What follows belongs to an exercise in optimizing a design on an open flow for small area, a short achievable clock period and few clock cycles per item; a production flow would make more cautious choices.
Function was checked by simulation only, so behaviour that the tests miss may differ from the original.

==> job 4160: inputs <==
==> flow/design.v (excerpt) <==
module pulse_shape_fir #(
    parameter int NTAPS = fir_pkg::NTAPS,
    parameter int DW    = fir_pkg::DW,
    parameter int ACCW  = fir_pkg::ACCW
) (
    input  logic                    clk,
    input  logic                    reset_n,
    input  logic [DW-1:0]           sample_in,
    input  logic                    sample_valid,
    output logic                    ready,
    output logic [fir_pkg::CAW-1:0] coef_addr,
    input  logic [DW-1:0]           coef_in,
    output logic [DW-1:0]           y_out,
    output logic                    y_valid,
    output logic                    sample_drop
);
==> flow/config.mk <==
export PLATFORM = sky130hd
export DESIGN_NAME = pulse_shape_fir
export DESIGN_NICKNAME = pulse_shape_fir
export VERILOG_FILES = /design/flow/design.v
export SDC_FILE = /design/flow/constraint.sdc
export NUM_CORES = 4
export LEC_CHECK = 0
export CAP_MARGIN = 20
export CORE_MARGIN = 2
export CORE_UTILIZATION = 55
export PLACE_DENSITY = 0.68
export SLEW_MARGIN = 20
export SYNTH_HIERARCHICAL = 1
==> flow/constraint.sdc <==
create_clock -name core_clock -period 12.5 [get_ports {clk}]
set_input_delay 2.5000 -clock core_clock [delete_from_list [all_inputs] [get_ports {clk}]]
set_output_delay 2.5000 -clock core_clock [all_outputs]
set_load 0.01 [all_outputs]
standard.sh (not shown) runs the stock make flow with config.mk's settings and CLKGATE_MAP_FILE= SYNTH_SCRIPT=/design/flow/synth_recipe.tcl, a recipe that flattens the netlist after the stock synthesis.
==> flow/flow/run.sh <==
#!/bin/bash
set -uo pipefail
source flow/knobs.sh
sed 's/yosys synth -nofsm -noshare/yosys synth -nofsm -noshare -noabc/' synth_recipe.tcl > my_synth.tcl
bash standard.sh SYNTH_SCRIPT=$PWD/my_synth.tcl SETUP_SLACK_MARGIN=$REPAIR_MARGIN_NS TNS_END_PERCENT=$TNS_PCT \
  MATCH_CELL_FOOTPRINT=0 MAX_REPAIR_ANTENNAS_ITER_DRT=$ANT_ITERS MAX_REPAIR_ANTENNAS_ITER_GRT=$ANT_ITERS "BUFFER_PORTS_ARGS=-buffer_cell $PORT_BUF" finish > flow_make.log 2>&1
rc=$?
tail -30 flow_make.log
exit $rc
==> flow/flow/knobs.sh <==
REPAIR_MARGIN_NS=8.8
TNS_PCT=100
PORT_BUF=sky130_fd_sc_hd__buf_4
ANT_ITERS=15
==> job 5839 (differences from job 4160) <==
--- a/flow/design.v
+++ b/flow/design.v
@@ -1,14 +1,14 @@
 package fir_pkg;
     localparam int NTAPS = 65;
     localparam int DW    = 16;
     localparam int FRAC  = 13;
     localparam int ACCW  = 38;    
     localparam int CAW   = 7;
-    localparam int NLANE = 20;    
+    localparam int NLANE = 12;    
 endpackage
 module fir_sample_line
 #(
     parameter int DW    = fir_pkg::DW,
     parameter int DEPTH = 64
 ) (
     input  logic                clk,
@@ -722,66 +722,61 @@
     end
     logic          p1_q, p2_q;
     logic [M-1:0]  rsel_q;
     logic [5:0]    mrd_q;
     logic          fwr_q;
     logic [M-1:0]  rvm;
     logic          rv_q;
-    logic [ACCW-1:0] rs_q, rc_q, rs_d, rc_d;
+    logic [ACCW-1:0] rs_d, rc_d;
     logic [KH-1:0] cn_q, cn_d;
     logic [ACCW-1:0] cst, tot;
     logic [ACCW-1:0] t_s, t_c;
     logic [ACCW-FRAC-1:0] rnd;
     logic [DW-1:0] y_q, y_d;
     logic          yv_q;
-    logic          rv2_q;
     logic [ACCW-FRAC-1:0] rnd_q;
     always_comb begin
         rs_d = '0;
         rc_d = '0;
         for (int j = 0; j < M; j++) begin
             rs_d = rs_d | (acc_s[j] & {ACCW{rsel_q[j]}});
             rc_d = rc_d | (acc_c[j] & {ACCW{rsel_q[j]}});
             rvm[j] = rsel_q[j] & (6'(j) < mrd_q);
         end
-        if (rsel_q[0]) cn_d = fwr_q ? KBIAS : KH'(KBIAS * 65);
+        if (p2_q) cn_d = fwr_q ? KBIAS : KH'(KBIAS * 65);
         else           cn_d = cn_q + (fwr_q ? KH'(KBIAS * 2) : KBIAS);
     end
     always_ff @(posedge clk or negedge reset_n) begin
         if (!reset_n) begin
             p1_q   <= 1'b0;
             p2_q   <= 1'b0;
             rsel_q <= '0;
             rv_q   <= 1'b0;
-            rv2_q  <= 1'b0;
             yv_q   <= 1'b0;
             y_q    <= '0;
         end else begin
             p1_q   <= win_q & (k_q == 7'd0);
             p2_q   <= p1_q;
             rsel_q <= {rsel_q[M-2:0], p2_q};
             rv_q   <= |rvm;
-            rv2_q  <= rv_q;
-            yv_q   <= rv2_q;
-            if (rv2_q) y_q <= y_d;
+            yv_q   <= rv_q;
+            if (rv_q) y_q <= y_d;
         end
     end
     always_ff @(posedge clk) begin
         if (win_q & (k_q == 7'd0)) begin
             mrd_q <= m_q;
             fwr_q <= fw_q;
         end
-        rs_q <= rs_d;
-        rc_q <= rc_d;
         cn_q <= cn_d;
         rnd_q <= tot[ACCW-1:FRAC];
     end
     assign cst = {cn_q, 16'h1000};
-    assign t_s = rs_q ^ rc_q ^ cst;
-    assign t_c = {(rs_q[ACCW-2:0] & rc_q[ACCW-2:0]) | (rs_q[ACCW-2:0] & cst[ACCW-2:0]) | (rc_q[ACCW-2:0] & cst[ACCW-2:0]), 1'b0};
+    assign t_s = rs_d ^ rc_d ^ cst;
+    assign t_c = {(rs_d[ACCW-2:0] & rc_d[ACCW-2:0]) | (rs_d[ACCW-2:0] & cst[ACCW-2:0]) | (rc_d[ACCW-2:0] & cst[ACCW-2:0]), 1'b0};
     assign tot = t_s + t_c;
     assign rnd = rnd_q;
     always_comb begin
         if (!rnd[ACCW-FRAC-1] && (|rnd[ACCW-FRAC-2:DW-1]))      y_d = {1'b0, {(DW-1){1'b1}}};
         else if (rnd[ACCW-FRAC-1] && !(&rnd[ACCW-FRAC-2:DW-1])) y_d = {1'b1, {(DW-1){1'b0}}};
         else                                                    y_d = rnd[DW-1:0];
     end
- CAP_MARGIN: 20 -> 30
- CORE_UTILIZATION: 55 -> 58
- PLACE_DENSITY: 0.68 -> 0.7
- SLEW_MARGIN: 20 -> 35
==> job 347 (differences from job 4160) <==
--- a/flow/design.v
+++ b/flow/design.v
@@ -1,14 +1,14 @@
 package fir_pkg;
     localparam int NTAPS = 65;
     localparam int DW    = 16;
     localparam int FRAC  = 13;
     localparam int ACCW  = 38;    
     localparam int CAW   = 7;
-    localparam int NLANE = 20;    
+    localparam int NLANE = 12;    
 endpackage
 module fir_sample_line
 #(
     parameter int DW    = fir_pkg::DW,
     parameter int DEPTH = 64
 ) (
     input  logic                clk,
@@ -33,36 +33,36 @@
     for (genvar i = 0; i < DEPTH; i++) begin : g_tap
         assign taps[i*DW +: DW] = mem_q[i];
     end
 endmodule
 module fir_lane (
     input  logic              clk,
     input  logic [15:0]       x,
-    input  logic [7:0]        one,
-    input  logic [7:0]        two,
-    input  logic [7:0]        neg,
-    input  logic              clr_d,
+    input  logic [7:0]        one_d,
+    input  logic [7:0]        two_d,
+    input  logic [7:0]        neg_d,
+    input  logic              clr,
     output logic [37:0]       acc_s,
     output logic [37:0]       acc_c
 );
-    logic clr_s, nclr_c;    
+    logic [7:0] one, two, neg;    
     logic [37:0] sa, ca;
     logic [37:0] s_d, c_d;
     logic [16:0] xe, xe1;
     logic [16:0] pp0;
     logic [16:0] pp1;
     logic [16:0] pp2;
     logic [16:0] pp3;
     logic [16:0] pp4;
     logic [16:0] pp5;
     logic [16:0] pp6;
     logic [16:0] pp7;
     logic w0, w1, w2, w3, w4, w5, w6, w7, w8, w9, w10, w11, w12, w13, w14, w15, w16, w17, w18, w19, w20, w21, w22, w23, w24, w25, w26, w27, w28, w29, w30, w31, w32, w33, w34, w35, w36, w37, w38, w39, w40, w41, w42, w43, w44, w45, w46, w47, w48, w49, w50, w51, w52, w53, w54, w55, w56, w57, w58, w59, w60, w61, w62, w63, w64, w65, w66, w67, w68, w69, w70, w71, w72, w73, w74, w75, w76, w77, w78, w79, w80, w81, w82, w83, w84, w85, w86, w87, w88, w89, w90, w91, w92, w93, w94, w95, w96, w97, w98, w99, w100, w101, w102, w103, w104, w105, w106, w107, w108, w109, w110, w111, w112, w113, w114, w115, w116, w117, w118, w119, w120, w121, w122, w123, w124, w125, w126, w127, w128, w129, w130, w131, w132, w133, w134, w135, w136, w137, w138, w139, w140, w141, w142, w143, w144, w145, w146, w147, w148, w149, w150, w151, w152, w153, w154, w155, w156, w157, w158, w159, w160, w161, w162, w163, w164, w165, w166, w167, w168, w169, w170, w171, w172, w173, w174, w175, w176, w177, w178, w179, w180, w181, w182, w183, w184, w185, w186, w187, w188, w189, w190, w191, w192, w193, w194, w195, w196, w197, w198, w199, w200, w201, w202, w203, w204, w205, w206, w207, w208, w209, w210, w211, w212, w213, w214, w215, w216, w217, w218, w219, w220, w221, w222, w223, w224, w225, w226, w227, w228, w229, w230, w231, w232, w233, w234, w235, w236, w237, w238, w239, w240, w241, w242, w243, w244, w245, w246, w247, w248, w249, w250, w251, w252, w253, w254, w255, w256, w257, w258, w259, w260, w261, w262, w263, w264, w265, w266, w267, w268, w269, w270, w271, w272, w273, w274, w275, w276, w277, w278, w279, w280, w281, w282, w283, w284, w285, w286, w287, w288, w289, w290, w291, w292, w293, w294, w295, w296, w297, w298, w299, w300, w301, w302, w303, w304, w305, w306, w307, w308, w309, w310, w311, w312, w313, w314, w315, w316, w317, w318, w319, w320, w321, w322, w323, w324, w325, w326, w327, w328, w329, w330, w331, w332, w333, w334, w335, w336, w337, w338, w339, w340, w341, w342, w343, w344, w345, w346, w347;
-    assign sa  = acc_s & {38{~clr_s}};
-    assign ca  = acc_c & {38{nclr_c}};
+    assign sa  = acc_s & {38{~clr}};
+    assign ca  = acc_c & {38{~clr}};
     assign xe  = {x[15], x};
     assign xe1 = {x, 1'b0};
     assign pp0[15:0] = ({16{one[0]}} & xe[15:0] | {16{two[0]}} & xe1[15:0]) ^ {16{neg[0]}};
     assign pp0[16]   = ~((one[0] & xe[16] | two[0] & xe1[16]) ^ neg[0]);
     assign pp1[15:0] = ({16{one[1]}} & xe[15:0] | {16{two[1]}} & xe1[15:0]) ^ {16{neg[1]}};
     assign pp1[16]   = ~((one[1] & xe[16] | two[1] & xe1[16]) ^ neg[1]);
     assign pp2[15:0] = ({16{one[2]}} & xe[15:0] | {16{two[2]}} & xe1[15:0]) ^ {16{neg[2]}};
@@ -498,43 +498,21 @@
     assign s_d[35] = w342;
     assign c_d[35] = w341;
     assign s_d[36] = w344;
     assign c_d[36] = w343;
     assign s_d[37] = w346;
     assign c_d[37] = w345;
     always_ff @(posedge clk) begin
-        clr_s  <= clr_d;
-        nclr_c <= ~clr_d;
+        one   <= one_d;
+        two   <= two_d;
+        neg   <= neg_d;
         acc_s <= s_d;
         acc_c <= c_d;
     end
 endmodule
-module fir_lane2 (
-    input  logic              clk,
-    input  logic [15:0]       x0,
-    input  logic [15:0]       x1,
-    input  logic [7:0]        one_d,
-    input  logic [7:0]        two_d,
-    input  logic [7:0]        neg_d,
-    input  logic              clr0_d,
-    input  logic              clr1_d,
-    output logic [37:0]       acc_s0,
-    output logic [37:0]       acc_c0,
-    output logic [37:0]       acc_s1,
-    output logic [37:0]       acc_c1
-);
-    logic [7:0] one, two, neg;
-    always_ff @(posedge clk) begin
-        one <= one_d;
-        two <= two_d;
-        neg <= neg_d;
-    end
-    fir_lane u_l0 (.clk(clk), .x(x0), .one(one), .two(two), .neg(neg), .clr_d(clr0_d), .acc_s(acc_s0), .acc_c(acc_c0));
-    fir_lane u_l1 (.clk(clk), .x(x1), .one(one), .two(two), .neg(neg), .clr_d(clr1_d), .acc_s(acc_s1), .acc_c(acc_c1));
-endmodule
 import fir_pkg::*;
 module pulse_shape_fir #(
     parameter int NTAPS = fir_pkg::NTAPS,
     parameter int DW    = fir_pkg::DW,
     parameter int ACCW  = fir_pkg::ACCW
 ) (
     input  logic                    clk,
@@ -557,129 +535,108 @@
     logic             open_q, open_d;  
     logic             ready_q, ready_d;
     logic             fw_q, fw_d;      
     logic [6:0]       n_q, n_d;        
     logic [5:0]       m_q, m_d;        
     logic             drop_q;
     logic             boot_q;          
-    logic [6:0]       kn_q, k_o;
-    logic             rdyn_q, ready_o;
     logic             slot_q, slot_d;  
     logic             stv_q, stv_d;    
     logic [DW-1:0]    stg_q;
-    logic             acc, ins, zero_fb;
+    logic             acc, ins, start, zero_fb;
     logic [6:0]       rn;
     logic [DW-1:0]    ring_in;
     assign acc     = ready_q & sample_valid;
     assign ins     = slot_q & (stv_q | sample_valid);
     assign ring_in = stv_q ? stg_q : sample_in;
     assign rn      = {1'b0, r_q} + n_q;
     assign zero_fb = ~rn[6];
-    for (genvar v = 0; v < 2; v++) begin : g_nx
-        logic [5:0] r_v;
-        logic [6:0] k_v;
-        logic       win_v, open_v, fw_v;
-        logic [5:0] m_v;
-        logic [6:0] n_v;
-        logic       slot_v, stv_v, ready_v, ins_v, acc_v, start_v;
-        logic [38:0] nx;
-        always_comb begin
-            acc_v   = ready_q & (v == 1);
-            ins_v   = slot_q & (stv_q | (v == 1));
-            r_v     = ins_v ? 6'd0 : r_q + 6'd1;
-            start_v = ~ins_v & (r_q == 6'(M - 1));
-            k_v     = k_q;
-            win_v   = win_q;
-            open_v  = open_q;
-            fw_v    = fw_q;
-            m_v     = m_q;
-            n_v     = n_q;
-            if (ins_v) begin
-                m_v = m_q + 6'd1;
-                if (!n_q[6]) n_v = n_q + 7'd1;
-            end
-            if (slot_q & ~ins_v) open_v = 1'b0;
-            if (win_q) begin
-                if (k_q == 7'd0) win_v = 1'b0;
-                else             k_v   = k_q - 7'd1;
-            end
-            if (boot_q) begin
-                r_v    = 6'd0;
-                k_v    = 7'(M);
-                win_v  = 1'b1;
-                open_v = 1'b1;
-                m_v    = 6'd0;
-                fw_v   = 1'b1;
-            end else if (start_v) begin
-                k_v    = 7'd64;
-                win_v  = 1'b1;
-                open_v = 1'b1;
-                m_v    = 6'd0;
-                fw_v   = (n_q == 7'd0);
-            end
-            slot_v  = win_v & open_v & (k_v != 7'd0) & (k_v <= 7'(M));
-            stv_v   = ins_v ? (stv_q & acc_v) : (stv_q | acc_v);
-            ready_v = ~stv_v | slot_v;
-            nx      = {r_v, k_v, win_v, open_v, fw_v, m_v, n_v, slot_v, stv_v, ready_v};
+    always_comb begin
+        r_d    = ins ? 6'd0 : r_q + 6'd1;
+        start  = ~ins & (r_q == 6'(M - 1));
+        k_d    = k_q;
+        win_d  = win_q;
+        open_d = open_q;
+        fw_d   = fw_q;
+        m_d    = m_q;
+        n_d    = n_q;
+        if (ins) begin
+            m_d = m_q + 6'd1;
+            if (!n_q[6]) n_d = n_q + 7'd1;
+        end
+        if (slot_q & ~ins) open_d = 1'b0;
+        if (win_q) begin
+            if (k_q == 7'd0) win_d = 1'b0;
+            else             k_d   = k_q - 7'd1;
+        end
+        if (boot_q) begin
+            r_d    = 6'd0;
+            k_d    = 7'(M);
+            win_d  = 1'b1;
+            open_d = 1'b1;
+            m_d    = 6'd0;
+            fw_d   = 1'b1;
+        end else if (start) begin
+            k_d    = 7'd64;
+            win_d  = 1'b1;
+            open_d = 1'b1;
+            m_d    = 6'd0;
+            fw_d   = (n_q == 7'd0);
         end
+        slot_d  = win_d & open_d & (k_d != 7'd0) & (k_d <= 7'(M));
+        stv_d   = ins ? (stv_q & acc) : (stv_q | acc);
+        ready_d = ~stv_d | slot_d;
     end
-    assign {r_d, k_d, win_d, open_d, fw_d, m_d, n_d, slot_d, stv_d, ready_d} =
-        sample_valid ? g_nx[1].nx : g_nx[0].nx;
     always_ff @(posedge clk or negedge reset_n) begin
         if (!reset_n) begin
             boot_q  <= 1'b1;
             r_q     <= '0;
-            kn_q    <= '1;
-            k_o     <= '0;
+            k_q     <= '0;
             win_q   <= 1'b0;
             open_q  <= 1'b0;
             slot_q  <= 1'b0;
             stv_q   <= 1'b0;
-            rdyn_q  <= 1'b1;
-            ready_o <= 1'b0;
+            ready_q <= 1'b0;
             fw_q    <= 1'b1;
             n_q     <= '0;
             m_q     <= '0;
             drop_q  <= 1'b0;
         end else begin
             boot_q  <= 1'b0;
             r_q     <= r_d;
-            kn_q    <= ~k_d;
-            k_o     <= k_d;
+            k_q     <= k_d;
             win_q   <= win_d;
             open_q  <= open_d;
             slot_q  <= slot_d;
             stv_q   <= stv_d;
-            rdyn_q  <= ~ready_d;
-            ready_o <= ready_d;
+            ready_q <= ready_d;
             fw_q    <= fw_d;
             n_q     <= n_d;
             m_q     <= m_d;
             drop_q  <= sample_valid & ~ready_q;
         end
     end
     always_ff @(posedge clk) begin
         if (acc & ~(ins & ~stv_q)) stg_q <= sample_in;
     end
-    assign k_q         = ~kn_q;
-    assign ready_q     = ~rdyn_q;
-    assign ready       = ready_o;
-    assign coef_addr   = k_o;
+    assign ready       = ready_q;
+    assign coef_addr   = k_q;
     assign sample_drop = drop_q;
     logic [64*DW-1:0] taps;
     fir_sample_line #(.DW(DW), .DEPTH(64)) u_line (
         .clk     (clk),
         .ins     (ins),
         .zero_fb (zero_fb),
         .wr_dat  (ring_in),
         .taps    (taps)
     );
     logic [DW-1:0] coef_q;
     logic [6:0]    k1_q;
     logic          w1_q, fw1_q;
+    logic [M-1:0]  clr_q;
     logic [7:0]    one_d, two_d, neg_d;
     logic [M-1:0]  clr_d;
     logic [16:0]   cx;
     assign cx = {coef_q, 1'b0};
     always_comb begin
         for (int i = 0; i < 8; i++) begin
             one_d[i] = w1_q & (cx[2*i+1] ^ cx[2*i]);
@@ -697,31 +654,28 @@
             w1_q <= win_q;
         end
     end
     always_ff @(posedge clk) begin
         coef_q <= coef_in;
         k1_q   <= k_q;
         fw1_q  <= fw_q;
+        clr_q  <= clr_d;
     end
     logic [ACCW-1:0] acc_s [M];
     logic [ACCW-1:0] acc_c [M];
-    for (genvar p = 0; p < M / 2; p++) begin : g_pair
-        fir_lane2 u_pair (
-            .clk    (clk),
-            .x0     (taps[(M+1-2*p)*DW +: DW]),
-            .x1     (taps[(M-2*p)*DW +: DW]),
-            .one_d  (one_d),
-            .two_d  (two_d),
-            .neg_d  (neg_d),
-            .clr0_d (clr_d[2*p]),
-            .clr1_d (clr_d[2*p+1]),
-            .acc_s0 (acc_s[2*p]),
-            .acc_c0 (acc_c[2*p]),
-            .acc_s1 (acc_s[2*p+1]),
-            .acc_c1 (acc_c[2*p+1])
+    for (genvar j = 0; j < M; j++) begin : g_lane
+        fir_lane u_lane (
+            .clk   (clk),
+            .x     (taps[(M+1-j)*DW +: DW]),
+            .one_d (one_d),
+            .two_d (two_d),
+            .neg_d (neg_d),
+            .clr   (clr_q[j]),
+            .acc_s (acc_s[j]),
+            .acc_c (acc_c[j])
         );
     end
     logic          p1_q, p2_q;
     logic [M-1:0]  rsel_q;
     logic [5:0]    mrd_q;
     logic          fwr_q;
     logic [M-1:0]  rvm;
==> flow/flow/knobs.sh (replaced) <==
REPAIR_MARGIN_NS=8.5
TNS_PCT=30
PORT_BUF=sky130_fd_sc_hd__buf_4
ANT_ITERS=15
==> job 9179 (differences from job 4160) <==
--- a/flow/design.v
+++ b/flow/design.v
@@ -1,14 +1,14 @@
 package fir_pkg;
     localparam int NTAPS = 65;
     localparam int DW    = 16;
     localparam int FRAC  = 13;
     localparam int ACCW  = 38;    
     localparam int CAW   = 7;
-    localparam int NLANE = 20;    
+    localparam int NLANE = 12;    
 endpackage
 module fir_sample_line
 #(
     parameter int DW    = fir_pkg::DW,
     parameter int DEPTH = 64
 ) (
     input  logic                clk,
- CAP_MARGIN: 20 -> 30
- CORE_UTILIZATION: 55 -> 58
- CTS_BUF_LIST: default -> sky130_fd_sc_hd__clkbuf_8
- PLACE_DENSITY: 0.68 -> 0.7
- SLEW_MARGIN: 20 -> 35
==> comparison table <==
| item | job 5839 | job 4160 | job 347 | job 9179 |
|---|---|---|---|---|
| Outcome | timing/DRC/antenna clean | timing/DRC/antenna clean | timing/DRC/antenna clean | timing/DRC/antenna clean |
| Plain + repair buffers | 422 | 624 | 293 | 392 |
| Fraction of area in multi-input gates | 0.567 | 0.604 | 0.552 | 0.563 |
| Sequential cells | 2,273 | 3,078 | 2,474 | 2,350 |
| Largest stage delay on the critical path | 440 ps | 1150 ps | 500 ps | 460 ps |
| F_max | 239 MHz | 243 MHz | 246 MHz | 238 MHz |
| Area share of fa/ha/maj cells after synthesis | 0.298 | 0.316 | 0.288 | 0.294 |
| Mean area per synthesized cell | 12.4 um^2 | 12.4 um^2 | 12.7 um^2 | 12.4 um^2 |
| First drt pass iteration count | 7 | 8 | 7 | 10 |
Testbench counts of job 4160, summed over its fixed seeds: cycles 3,736, items 960.
Testbench counts of job 5839, summed over its fixed seeds: cycles 5,712, items 960.
Testbench counts of job 347, summed over its fixed seeds: cycles 5,720, items 960.
Testbench counts of job 9179, summed over its fixed seeds: cycles 5,720, items 960.

[what the ideal ports hide]
The flow's constraints put no driver on any port. The routed layouts listed below were extracted and timed again, unchanged, in two steps.
Step 1 sets driving cells, clkbuf_16 on the clock port and buf_2 on the other inputs (assumed; they add their load-dependent delay and slew).
Step 2 adds t to the input delays and takes it off the output delays; t is the mean of the earliest and latest rising clock arrival at the registers after step 1. Input paths then give back, and output paths get back, about the clock's delay inside the block.
Three values: ideal, step 1, step 2; two values: the first two.
run | t (ns) | slack for setup (ns) | latest minus earliest clock arrival (ns) | slew at the worst register clock pin (ns) | pins driven straight from the clock port
job 4160 | 1.106 | 8.378 / 8.325 / 8.378 | 0.082 / 0.082 | 0.08 / 0.08 | 1
job 5839 | 1.003 | 8.322 / 8.322 / 8.098 | 0.114 / 0.115 | 0.08 / 0.08 | 1
job 347 | 0.963 | 8.429 / 8.322 / 7.903 | 0.082 / 0.083 | 0.07 / 0.07 | 1
job 9179 | 1.192 | 8.291 / 8.193 / 8.096 | 0.117 / 0.117 | 0.07 / 0.07 | 1
After both steps setup and hold are still met in every run listed. The setup slack of job 347, which loses most, moves by -0.107 ns with the drivers and by -0.526 ns with both steps.
